Background: an optimization exercise with open tools, aiming at small area and a short achievable clock period. Do not read the settings as production practice.
The RTL was checked by simulation tests, not by an equivalence proof against the original design.
No activity file was given, so power comes from the tool's default toggle rates.

==> inputs of v3 <==
// noc_ring_ni
module noc_ring_ni
(
   input  wire        clk,
   input  wire        reset,
   input  wire [1:0]  ctrl_in,
   input  wire [15:0] flit_in,
   input  wire [1:0]  dest_fifo_in,
   output wire        en_pass_req,
   output wire        en_pass_rep,
   output wire        en_local_req,
   output wire        en_local_rep,
   output wire [4:0]  used_slots_pass_rep,
   input  wire [17:0] enq_req_data,
   input  wire [17:0] enq_rep_data,
   input  wire        en_out_req_enq,
   input  wire        en_out_rep_enq,
   output wire        out_req_rdy,
   output wire        out_rep_rdy,
   output wire [17:0] deq_req_data,
   output wire [17:0] deq_rep_data,
   output wire        req_rdy,
   output wire        rep_rdy,
   input  wire        en_in_req_deq,
   input  wire        en_in_rep_deq,
   input  wire        en_local_req_in,
   input  wire        en_local_rep_in,
   input  wire        en_pass_req_in,
   input  wire        en_pass_rep_in,
   input  wire [4:0]  used_slots_pass_rep_in,
   output wire [1:0]  ctrl_out,
   output wire [15:0] flit_out,
   output wire [1:0]  dest_fifo_out
);
==> module flit_fifo, before the edit <==
module flit_fifo
#(
   parameter int width     = 18,
   parameter bit port_copy = 1'b0    
)
(
   input  wire              clk,
   input  wire              reset,
   input  wire              wr_en,
   input  wire [width-1:0]  wr_data,
   input  wire              rd_en,
   output logic [width-1:0] rd_data,
   output logic [2:0]       peek_info,    
   output logic             empty,
   output logic             full,
   output logic             not_empty_q,    
   output logic             not_full_q,
   output logic [4:0]       used_slots_q
);
   localparam int ram_depth = 15;
   logic [width-1:0] head_q;
   logic [width-1:0] mem [ram_depth];
   logic             cnt0, cnt1;    
   logic [width-1:0] ram_out;
   logic [3:0]       lo_q;
   logic [4:0]       hi_q;
   function automatic logic occ_is(input logic [3:0] lo, input logic [4:0] hi, input int n);
      occ_is = hi[n / 4] && lo[n % 4];
   endfunction
   always_ff @(posedge clk)
   begin
      if (reset)
      begin
         lo_q <= 4'b0001;
         hi_q <= 5'b00001;
         cnt0 <= 1'b1;
         cnt1 <= 1'b0;
      end
      else if (wr_en != rd_en)
      begin
         if (rd_en)
         begin
            lo_q <= {lo_q[0], lo_q[3:1]};
            if (lo_q[0])
               hi_q <= {1'b0, hi_q[4:1]};
         end
         else
         begin
            lo_q <= {lo_q[2:0], lo_q[3]};
            if (lo_q[3])
               hi_q <= {hi_q[3:0], 1'b0};
         end
         cnt0 <= rd_en && cnt1;
         cnt1 <= rd_en ? occ_is(lo_q, hi_q, 2) : cnt0;
      end
   end
   always_ff @(posedge clk)
   begin
      if (wr_en && !cnt0)
      begin
         mem[0] <= wr_data;
         for (int i = 1; i < ram_depth; i++)
            mem[i] <= mem[i - 1];
      end
   end
   always_comb
   begin
      ram_out = '0;
      for (int i = 0; i < ram_depth; i++)
         ram_out = ram_out | ({width{occ_is(lo_q, hi_q, i + 2)}} & mem[i]);
   end
   logic             take;    
   logic [width-1:0] head_d;
   assign take   = rd_en || cnt0;
   assign head_d = (!cnt0 && !cnt1 && rd_en) ? ram_out : wr_data;
   always_ff @(posedge clk)
   begin
      if (take)
         head_q <= head_d;
   end
   logic [width-1:0] next_flit;
   assign next_flit = (cnt0 || cnt1) ? wr_data : ram_out;
   assign peek_info = {next_flit[15:12] == 4'd4, noc_ni_pkg::len_bits(next_flit[9:5])};
   if (port_copy)
   begin : g_port
      logic [width-1:0] port_q;
      always_ff @(posedge clk)
      begin
         port_q <= (rd_en || (cnt0 && wr_en)) ? head_d : head_q;
      end
      assign rd_data = port_q;
   end
   else
   begin : g_head
      assign rd_data = head_q;
   end
   assign empty = cnt0;
   assign full  = hi_q[4];
   logic [4:0] used_q;
   logic [4:0] used_inc, used_dec;
   assign used_inc[0] = !used_q[0];
   assign used_inc[1] = used_q[1] ^ used_q[0];
   assign used_inc[2] = used_q[2] ^ (used_q[1] & used_q[0]);
   assign used_inc[3] = used_q[3] ^ (used_q[2] & used_q[1] & used_q[0]);
   assign used_inc[4] = used_q[4] ^ (used_q[3] & used_q[2] & used_q[1] & used_q[0]);
   assign used_dec[0] = !used_q[0];
   assign used_dec[1] = used_q[1] ^ !used_q[0];
   assign used_dec[2] = used_q[2] ^ !(used_q[1] | used_q[0]);
   assign used_dec[3] = used_q[3] ^ !(used_q[2] | used_q[1] | used_q[0]);
   assign used_dec[4] = used_q[4] ^ !(used_q[3] | used_q[2] | used_q[1] | used_q[0]);
   always_ff @(posedge clk)
   begin
      if (reset)
      begin
         used_q      <= '0;
         not_empty_q <= 1'b0;
         not_full_q  <= 1'b1;
      end
      else if (wr_en != rd_en)
      begin
         used_q      <= rd_en ? used_dec : used_inc;
         not_empty_q <= !(rd_en && cnt1);
         not_full_q  <= rd_en || !occ_is(lo_q, hi_q, 15);
      end
   end
   assign used_slots_q = used_q;
endmodule
Settings: LEC_CHECK=0, CAP_MARGIN=20, CORE_MARGIN=2, CORE_UTILIZATION=75, CTS_CLUSTER_DIAMETER=80, CTS_CLUSTER_SIZE=20, SETUP_SLACK_MARGIN=4.3, SLEW_MARGIN=20; clock period 7.0 ns.
run.sh (not shown) runs the stock make flow with config.mk's settings and CLKGATE_MAP_FILE= SYNTH_SCRIPT=/design/flow/synth_recipe.tcl, a recipe that flattens the netlist after the stock synthesis.
==> v38: changes against v3 <==
--- a/flow/design.v
+++ b/flow/design.v
@@ -59,7 +59,6 @@
    endfunction
-   function automatic logic [1:0] len_bits(input cmd_t c);
-      len_bits[1] = c[4] && ((!c[3] && !c[2] && (c[1] == c[0]))
-                             || (!c[3] && c[2] && !c[1] && !c[0])
-                             || (c[3] && !c[2] && !(c[1] && c[0])));
-      len_bits[0] = c[4] && !c[3] && (!c[2] || c[1] || c[0]);
+   function automatic logic [2:0] flit_info(input logic [15:0] flit);
+      logic [3:0] len;
+      len       = rep_msg_flits(flit[9:5]);
+      flit_info = {flit[15:12] == 4'd4, len[3], len[1]};
    endfunction
@@ -90,9 +89,16 @@
    logic [width-1:0] mem [ram_depth];
+   logic [4:0]       count;
    logic             cnt0, cnt1;    
    logic [width-1:0] ram_out;
-   logic [3:0]       lo_q;
-   logic [4:0]       hi_q;
-   function automatic logic occ_is(input logic [3:0] lo, input logic [4:0] hi, input int n);
-      occ_is = hi[n / 4] && lo[n % 4];
-   endfunction
+   logic [4:0] cnt_inc, cnt_dec;
+   assign cnt_inc[0] = !count[0];
+   assign cnt_inc[1] = count[1] ^ count[0];
+   assign cnt_inc[2] = count[2] ^ (count[1] & count[0]);
+   assign cnt_inc[3] = count[3] ^ (count[2] & count[1] & count[0]);
+   assign cnt_inc[4] = count[4] ^ (count[3] & count[2] & count[1] & count[0]);
+   assign cnt_dec[0] = !count[0];
+   assign cnt_dec[1] = count[1] ^ !count[0];
+   assign cnt_dec[2] = count[2] ^ !(count[1] | count[0]);
+   assign cnt_dec[3] = count[3] ^ !(count[2] | count[1] | count[0]);
+   assign cnt_dec[4] = count[4] ^ !(count[3] | count[2] | count[1] | count[0]);
    always_ff @(posedge clk)
@@ -101,6 +107,5 @@
       begin
-         lo_q <= 4'b0001;
-         hi_q <= 5'b00001;
-         cnt0 <= 1'b1;
-         cnt1 <= 1'b0;
+         count <= '0;
+         cnt0  <= 1'b1;
+         cnt1  <= 1'b0;
       end
@@ -108,16 +113,5 @@
       begin
-         if (rd_en)
-         begin
-            lo_q <= {lo_q[0], lo_q[3:1]};
-            if (lo_q[0])
-               hi_q <= {1'b0, hi_q[4:1]};
-         end
-         else
-         begin
-            lo_q <= {lo_q[2:0], lo_q[3]};
-            if (lo_q[3])
-               hi_q <= {hi_q[3:0], 1'b0};
-         end
-         cnt0 <= rd_en && cnt1;
-         cnt1 <= rd_en ? occ_is(lo_q, hi_q, 2) : cnt0;
+         count <= rd_en ? cnt_dec : cnt_inc;
+         cnt0  <= rd_en && cnt1;
+         cnt1  <= rd_en ? (count == 5'd2) : cnt0;
       end
@@ -137,3 +131,3 @@
       for (int i = 0; i < ram_depth; i++)
-         ram_out = ram_out | ({width{occ_is(lo_q, hi_q, i + 2)}} & mem[i]);
+         ram_out = ram_out | ({width{count == 5'(i + 2)}} & mem[i]);
    end
@@ -149,4 +143,6 @@
    logic [width-1:0] next_flit;
+   logic [3:0]       next_len;
    assign next_flit = (cnt0 || cnt1) ? wr_data : ram_out;
-   assign peek_info = {next_flit[15:12] == 4'd4, noc_ni_pkg::len_bits(next_flit[9:5])};
+   assign next_len  = noc_ni_pkg::rep_msg_flits(next_flit[9:5]);
+   assign peek_info = {next_flit[15:12] == 4'd4, next_len[3], next_len[1]};
    if (port_copy)
@@ -165,3 +161,3 @@
    assign empty = cnt0;
-   assign full  = hi_q[4];
+   assign full  = count[4];
    logic [4:0] used_q;
@@ -190,3 +186,3 @@
          not_empty_q <= !(rd_en && cnt1);
-         not_full_q  <= rd_en || !occ_is(lo_q, hi_q, 15);
+         not_full_q  <= rd_en || !(count == 5'd15);
       end
Settings changed: CORE_UTILIZATION 75 to 80, CTS_CLUSTER_DIAMETER 80 to 70, CTS_CLUSTER_SIZE 20 to 22, SETUP_SLACK_MARGIN 4.3 to 4.35.
==> v15: changes against v3 <==
--- a/flow/design.v
+++ b/flow/design.v
@@ -142,3 +142,3 @@
    assign take   = rd_en || cnt0;
-   assign head_d = (!cnt0 && !cnt1 && rd_en) ? ram_out : wr_data;
+   assign head_d = (!cnt0 && !cnt1) ? ram_out : wr_data;    
    always_ff @(posedge clk)
Settings changed: CTS_CLUSTER_DIAMETER 80 to 70, CTS_CLUSTER_SIZE 20 to 18, SETUP_SLACK_MARGIN 4.3 to 4.4.
==> summary.txt <==
The lowest area after synthesis belongs to v38, the highest to v15. In v3 the clock power is larger than in v38, by about 3%. Of v38 and v15, v15 has the higher sequential share of layout area (gap 0.87 points). The highest worst hold slack belongs to v3, the lowest to v15. The highest first-iteration DRC count belongs to v38, the lowest to v3. In v3 the utilization is lower than in v38, by 7.6 points.
==> figures <==
item	v38	v3	v15
Run status	timing/DRC/antenna clean	timing/DRC/antenna clean	timing/DRC/antenna clean
Die outline height	290 um	300 um	301 um
Count of multi-input gates	1,909	1,765	1,837
Non-clock buffer total of the final layout	421	279	302
P_comb	2.38 mW	1.41 mW	2.35 mW
Endpoint required time on the critical path	7.45 ns	7.45 ns	7.66 ns
Number of cell rows	104	108	109
Worst min-delay path endpoint	u_ni.u_receive.u_pass_req.mem[7][10]$_DFFE_PP_	u_ni.u_receive.u_local_rep.mem[3][8]$_DFFE_PP_	u_ni.u_inj_rep.mem[2][4]$_DFFE_PP_
Internal power summed over all cells	15.4 mW	15.3 mW	16.1 mW
Reg power frac	60.2%	62.4%	58.9%
Non-clk invs	23	32	65
Worst slack after detailed placement	2.23 ns	2.31 ns	2.54 ns
Multi-input combinational area share	18.8%	18.0%	18.0%

-- static timing again, ports no longer ideal --
Ports are ideal in the flow. The routed layouts listed here were re-timed in OpenROAD. Step 1 sets driving cells, clkbuf_16 on the clock port and buf_2 on the other inputs (assumed; they add their load-dependent delay and slew). Step 2 times the ports against the registers' clock, not the clock port: input delays grow and output delays shrink by t, the midpoint of the rising clock arrivals with the driver on. Slacks: ideal ports / drivers / drivers and shift; pairs: ideal ports / drivers.
run	shift t [ns]	slack for setup (ns)	worst data-port slew with drivers (ns)	pins driven straight from the clock port
v3	0.770	4.181 / 4.181 / 3.556	0.06	1
v38	0.754	3.963 / 3.963 / 3.499	0.13	1
v15	0.771	4.360 / 4.304 / 3.589	0.11	1
After both steps setup and hold are still met in every run listed. The setup slack of v15, which loses most, moves by -0.056 ns with the drivers and by -0.771 ns with both steps.
